Background: an optimization exercise with open tools, aiming at small area. Do not read the settings as production practice. Where RTL was checked, it was by simulation tests only, not by an equivalence proof against the original. Power and IR drop assume default switching activity. No driver is modelled on the clock port, so clocking that relies on it looks cheaper here than on a real chip.

==> 09-17 <==
==> flow/design.v <==
package avalon_st_pkg;
    localparam int unsigned BEAT_BYTES = 16;
    localparam int unsigned DATA_WIDTH = 8 * BEAT_BYTES;
    function automatic int unsigned empty_width(input int unsigned bytes);
        empty_width = (bytes > 1) ? $clog2(bytes) : 1;
    endfunction
    function automatic int unsigned ptr_width(input int unsigned depth);
        ptr_width = $clog2(depth) + 1;
    endfunction
    localparam int unsigned EMPTY_WIDTH = empty_width(BEAT_BYTES);
    typedef struct packed {
        logic [DATA_WIDTH-1:0]  data;
        logic                   sop;
        logic                   eop;
        logic [EMPTY_WIDTH-1:0] empty;
    } avalon_beat_t;
endpackage
module fifo_mem
#(
    parameter int unsigned DEPTH = 16,
    parameter int unsigned WIDTH = 134
) (
    input  logic                  clk,
    input  logic [DEPTH-1:0]      we,
    input  logic [WIDTH-1:0]      wdata,
    input  logic [DEPTH-1:0]      rsel,
    output logic [WIDTH-1:0]      rdata
);
    logic [WIDTH-1:0] mem [0:DEPTH-1];
    for (genvar i = 0; i < DEPTH; i++) begin : g_row
        always_ff @(posedge clk) begin
            if (we[i]) begin
                mem[i] <= wdata;
            end
        end
    end
    always_comb begin
        rdata = '0;
        for (int i = 0; i < DEPTH; i++) begin
            rdata = rdata | (mem[i] & {WIDTH{rsel[i]}});
        end
    end
endmodule
module avalon_st_fifo
#(
    parameter int unsigned DATA_WIDTH_IN_BYTES = 16,
    parameter int unsigned DEPTH               = 16,
    parameter int unsigned ALMOST_FULL_THRESH  = DEPTH - 4
) (
    input  logic                        clk,
    input  logic                        rst,
    input  logic [8*DATA_WIDTH_IN_BYTES-1:0]                          sink_data,
    input  logic                                                      sink_valid,
    input  logic                                                      sink_sop,
    input  logic                                                      sink_eop,
    input  logic [avalon_st_pkg::empty_width(DATA_WIDTH_IN_BYTES)-1:0] sink_empty,
    output logic                                                      sink_rdy,
    output logic [8*DATA_WIDTH_IN_BYTES-1:0]                          src_data,
    output logic                                                      src_valid,
    output logic                                                      src_sop,
    output logic                                                      src_eop,
    output logic [avalon_st_pkg::empty_width(DATA_WIDTH_IN_BYTES)-1:0] src_empty,
    input  logic                                                      src_rdy,
    output logic [avalon_st_pkg::ptr_width(DEPTH)-1:0] fill_level,
    output logic [avalon_st_pkg::ptr_width(DEPTH)-1:0] pkt_count,
    output logic                        almost_full
);
    localparam int unsigned PW = avalon_st_pkg::ptr_width(DEPTH);
    localparam int unsigned AW = PW - 1;
    localparam int unsigned EW = avalon_st_pkg::empty_width(DATA_WIDTH_IN_BYTES);
    localparam int unsigned BW = 8*DATA_WIDTH_IN_BYTES + EW + 2;
    logic [AW-1:0] wr_q;      
    logic [AW-1:0] hp_q;      
    logic          shown_q;   
    logic [PW-1:0] fill_q, fill_d;
    logic [PW-1:0] pkt_q;
    logic          rdy_q;
    logic          empty, push, pop, hd_inc;
    logic [DEPTH-1:0] we, rsel;
    logic [BW-1:0] wbeat, rbeat;
    assign empty  = (fill_q == '0);
    assign push   = sink_valid && rdy_q;
    assign pop    = !empty && src_rdy;
    assign fill_d = fill_q + PW'(push) - PW'(pop);
    assign hd_inc = (fill_d != '0) && (pop || empty);
    always_comb begin
        for (int i = 0; i < DEPTH; i++) begin
            we[i]   = push && (wr_q == AW'(i));
            rsel[i] = shown_q && (hp_q == AW'(i + 1));
        end
    end
    assign wbeat = {sink_data, sink_sop, sink_eop, sink_empty};
    fifo_mem #(
        .DEPTH (DEPTH),
        .WIDTH (BW)
    ) u_mem (
        .clk   (clk),
        .we    (we),
        .wdata (wbeat),
        .rsel  (rsel),
        .rdata (rbeat)
    );
    always_ff @(posedge clk or negedge rst) begin
        if (!rst) begin
            wr_q    <= '0;
            hp_q    <= '0;
            shown_q <= 1'b0;
            fill_q  <= '0;
            pkt_q   <= '0;
            rdy_q   <= 1'b0;
        end else begin
            wr_q    <= wr_q + AW'(push);
            hp_q    <= hp_q + AW'(hd_inc);
            shown_q <= shown_q || push;
            fill_q  <= fill_d;
            pkt_q   <= pkt_q + PW'(push && sink_eop) - PW'(pop && src_eop);
            rdy_q   <= (fill_d != PW'(DEPTH));
        end
    end
    assign {src_data, src_sop, src_eop, src_empty} = rbeat;
    assign sink_rdy    = rdy_q;
    assign src_valid   = !empty;
    assign fill_level  = fill_q;
    assign pkt_count   = pkt_q;
    assign almost_full = (fill_q >= PW'(ALMOST_FULL_THRESH));
endmodule
==> flow/run.sh <==
#!/bin/bash
# synth_recipe.tcl (not shown) runs the flow's synth.tcl, then flattens the netlist and writes it again
# the make line also repeats each setting of config.mk as NAME=value (left out here)
make -C /OpenROAD-flow-scripts/flow DESIGN_CONFIG=/design/flow/config.mk WORK_HOME=/design/flow/orfs CLKGATE_MAP_FILE= SYNTH_SCRIPT=/design/flow/synth_recipe.tcl finish
==> flow/config.mk <==
export PLATFORM = sky130hd
export DESIGN_NAME = avalon_st_fifo
export DESIGN_NICKNAME = avalon_st_fifo
export VERILOG_FILES = /design/flow/design.v
export SDC_FILE = /design/flow/constraint.sdc
export NUM_CORES = 4
export LEC_CHECK = 0
export CAP_MARGIN = 20
export CORE_MARGIN = 2
export CORE_UTILIZATION = 40
export SLEW_MARGIN = 20
==> flow/constraint.sdc <==
create_clock -name core_clock -period 7.0 [get_ports {clk}]
set_input_delay 1.4000 -clock core_clock [delete_from_list [all_inputs] [get_ports {clk}]]
set_output_delay 1.4000 -clock core_clock [all_outputs]
set_load 0.01 [all_outputs]
==> 04-15: changes against 09-17 <==
--- a/flow/design.v
+++ b/flow/design.v
@@ -24,2 +24,3 @@
     input  logic [DEPTH-1:0]      we,
+    input  logic [DEPTH-1:0]      hold,
     input  logic [WIDTH-1:0]      wdata,
@@ -31,5 +32,3 @@
         always_ff @(posedge clk) begin
-            if (we[i]) begin
-                mem[i] <= wdata;
-            end
+            mem[i] <= (wdata & {WIDTH{we[i]}}) | (mem[i] & {WIDTH{hold[i]}});
         end
@@ -72,2 +71,3 @@
     logic [AW-1:0] wr_q;      
+    logic [AW-1:0] wr2_q;     
     logic [AW-1:0] hp_q;      
@@ -78,3 +78,3 @@
     logic          empty, push, pop, hd_inc;
-    logic [DEPTH-1:0] we, rsel;
+    logic [DEPTH-1:0] we, hold, rsel;
     logic [BW-1:0] wbeat, rbeat;
@@ -88,2 +88,3 @@
             we[i]   = push && (wr_q == AW'(i));
+            hold[i] = !(push && (wr2_q == AW'(i)));
             rsel[i] = shown_q && (hp_q == AW'(i + 1));
@@ -98,2 +99,3 @@
         .we    (we),
+        .hold  (hold),
         .wdata (wbeat),
@@ -105,2 +107,3 @@
             wr_q    <= '0;
+            wr2_q   <= '0;
             hp_q    <= '0;
@@ -112,2 +115,3 @@
             wr_q    <= wr_q + AW'(push);
+            wr2_q   <= wr2_q + AW'(push);
             hp_q    <= hp_q + AW'(hd_inc);
==> flow/flow/run.sh (new file) <==
#!/bin/bash
# The standard layout with three changes:
#  - synthesis maps the logic with flow/abc_map.script, an area-recovering ABC script, in
#    place of ORFS's ABC script; everything else in synthesis is the standard flow's own script, so the
#    registers, their names and cell types are the standard synthesis's;
#  - input/output ports are buffered with buf_1 cells;
#  - clock tree synthesis builds the tree from clkbuf_16 cells without dummy balancing loads.
# Each tool's output goes to ORFS's own per-step logs under orfs/logs; make's output to make_finish.log.
set -euo pipefail
W=$PWD
F=$W/flow

# ORFS synth.tcl, with the final abc call pointed at our script.
sed 's#^\(\s*\)log_cmd abc {\*}\$abc_args#\1set abc_args [lreplace $abc_args 1 1 '"$F"'/abc_map.script]\n\1log_cmd abc {*}$abc_args#' \
    "$FLOW_HOME/scripts/synth.tcl" > "$W/synth_orfs_abc.tcl"
[[ $(grep -c "abc_map.script" "$W/synth_orfs_abc.tcl") == 1 ]]
# The standard flow's synthesis script, sourcing that copy.
sed 's#\$::env(SCRIPTS_DIR)/synth.tcl#'"$W"'/synth_orfs_abc.tcl#' "$W/synth_recipe.tcl" > "$W/own_synth.tcl"
[[ $(grep -c "synth_orfs_abc.tcl" "$W/own_synth.tcl") == 1 ]]
# The standard.sh, with our synthesis script.
sed 's#SYNTH_SCRIPT=[^ ]*#SYNTH_SCRIPT='"$W"'/own_synth.tcl#' "$W/standard.sh" > "$W/own_standard.sh"
[[ $(grep -c "own_synth.tcl" "$W/own_standard.sh") == 1 ]]

export BUFFER_PORTS_ARGS="-buffer_cell sky130_fd_sc_hd__buf_1"
export CTS_ARGS="-sink_clustering_enable -repair_clock_nets -dont_use_dummy_load -buf_list sky130_fd_sc_hd__clkbuf_16 -sink_clustering_size 32 -sink_clustering_max_diameter 80"
bash "$W/own_standard.sh" "$@" > "$W/make_finish.log" 2>&1
==> flow/flow/abc_map.script (new file) <==
&get -n
&st
&synch2
&nf -R 1000
&st
&dch
&nf -R 1000
&put
==> flow/standard.sh (new file) <==
#!/bin/bash
# synth_recipe.tcl (not shown) runs the flow's synth.tcl, then flattens the netlist and writes it again
# the make line also repeats each setting of config.mk as NAME=value (left out here)
make -C /OpenROAD-flow-scripts/flow DESIGN_CONFIG=/design/flow/config.mk WORK_HOME=/design/flow/orfs CLKGATE_MAP_FILE= SYNTH_SCRIPT=/design/flow/synth_recipe.tcl "${@:-finish}"
- CORE_UTILIZATION: 40 -> 60
removed: flow/run.sh
==> load_flow_metrics.sql <==
INSERT INTO impl_metrics (metric_group, metric, value, unit) VALUES
('synth', 'synthDominantCellAreaShare', '82.5', '%'),
('critical_path', 'r2r_start', 'hp_q[2]', ''),
('critical_path', 'worst-endpoint-arrival', '4.40', 'ns'),
('layout', 'diodes', '13', ''),
('global_route', 'grt_first_pass_wirelength', '314000', 'µm'),
('detailed_routing', 'route.detailed.vias_per_inst', '5.81', ''),
('status', 'run_status', 'timing/DRC/antenna clean', ''),
('global_route', 'global_route.usage.total', '22.1', '%'),
('synth', 'synth_common_cells', '2144 x sky130_fd_sc_hd__edfxtp_1, 1039 x sky130_fd_sc_hd__a22oi_1, 504 x sky130_fd_sc_hd__nand2_1', '');
The numbers above come from 09-17.

==> load_flow_metrics.sql <==
INSERT INTO impl_metrics (metric_group, metric, value, unit) VALUES
('status', 'run_status', 'timing/DRC/antenna clean', ''),
('layout', 'fill_cells', '9257', ''),
('pwr', 'power.density_cell_area', '530', 'nW/µm²'),
('layout', 'diodes', '17', ''),
('detailed_routing', 'route.detailed.vias_per_inst', '7.94', ''),
('critical_path', 'r2r_start', 'hp_q[3]', ''),
('detailed_routing', 'drt-pass1-iter-count', '10', ''),
('critical_path', 'worst-endpoint-arrival', '4.16', 'ns'),
('synth', 'postSynthNetCount', '5810', ''),
('synth', 'synthDominantCellAreaShare', '59.0', '%'),
('synth', 'synth_common_cells', '2223 x sky130_fd_sc_hd__a22o_1, 2144 x sky130_fd_sc_hd__dfxtp_1, 413 x sky130_fd_sc_hd__a222oi_1', '');
The numbers above come from 04-15.

No functional check of the RTL was part of 09-17.

## what the ideal ports hide
The results above use ideal ports. As a check the final layouts listed here were re-extracted and re-timed, cells and wires unchanged.
Step 1: set_driving_cell puts a clkbuf_16 on clk and a buf_2 on each other input, an assumption about the parent block.
Step 2 adds t to the input delays and takes it off the output delays; t is the mean of the earliest and latest rising clock arrival at the registers after step 1. Input paths then give back, and output paths get back, about the clock's delay inside the block.
Slacks: ideal / step 1 / step 2; pairs: ideal / step 1.
run	t (ns)	setup slack, ns	worst register clock-pin slew, ns	worst data-port slew with drivers (ns)	cell pins on the clock port's net
09-17	0.920	1.198 / 1.120 / 2.040	0.07 / 0.07	0.17	1
04-15	0.788	1.439 / 1.360 / 2.148	0.12 / 0.12	0.16	1
After both steps setup and hold are still met in every run listed.
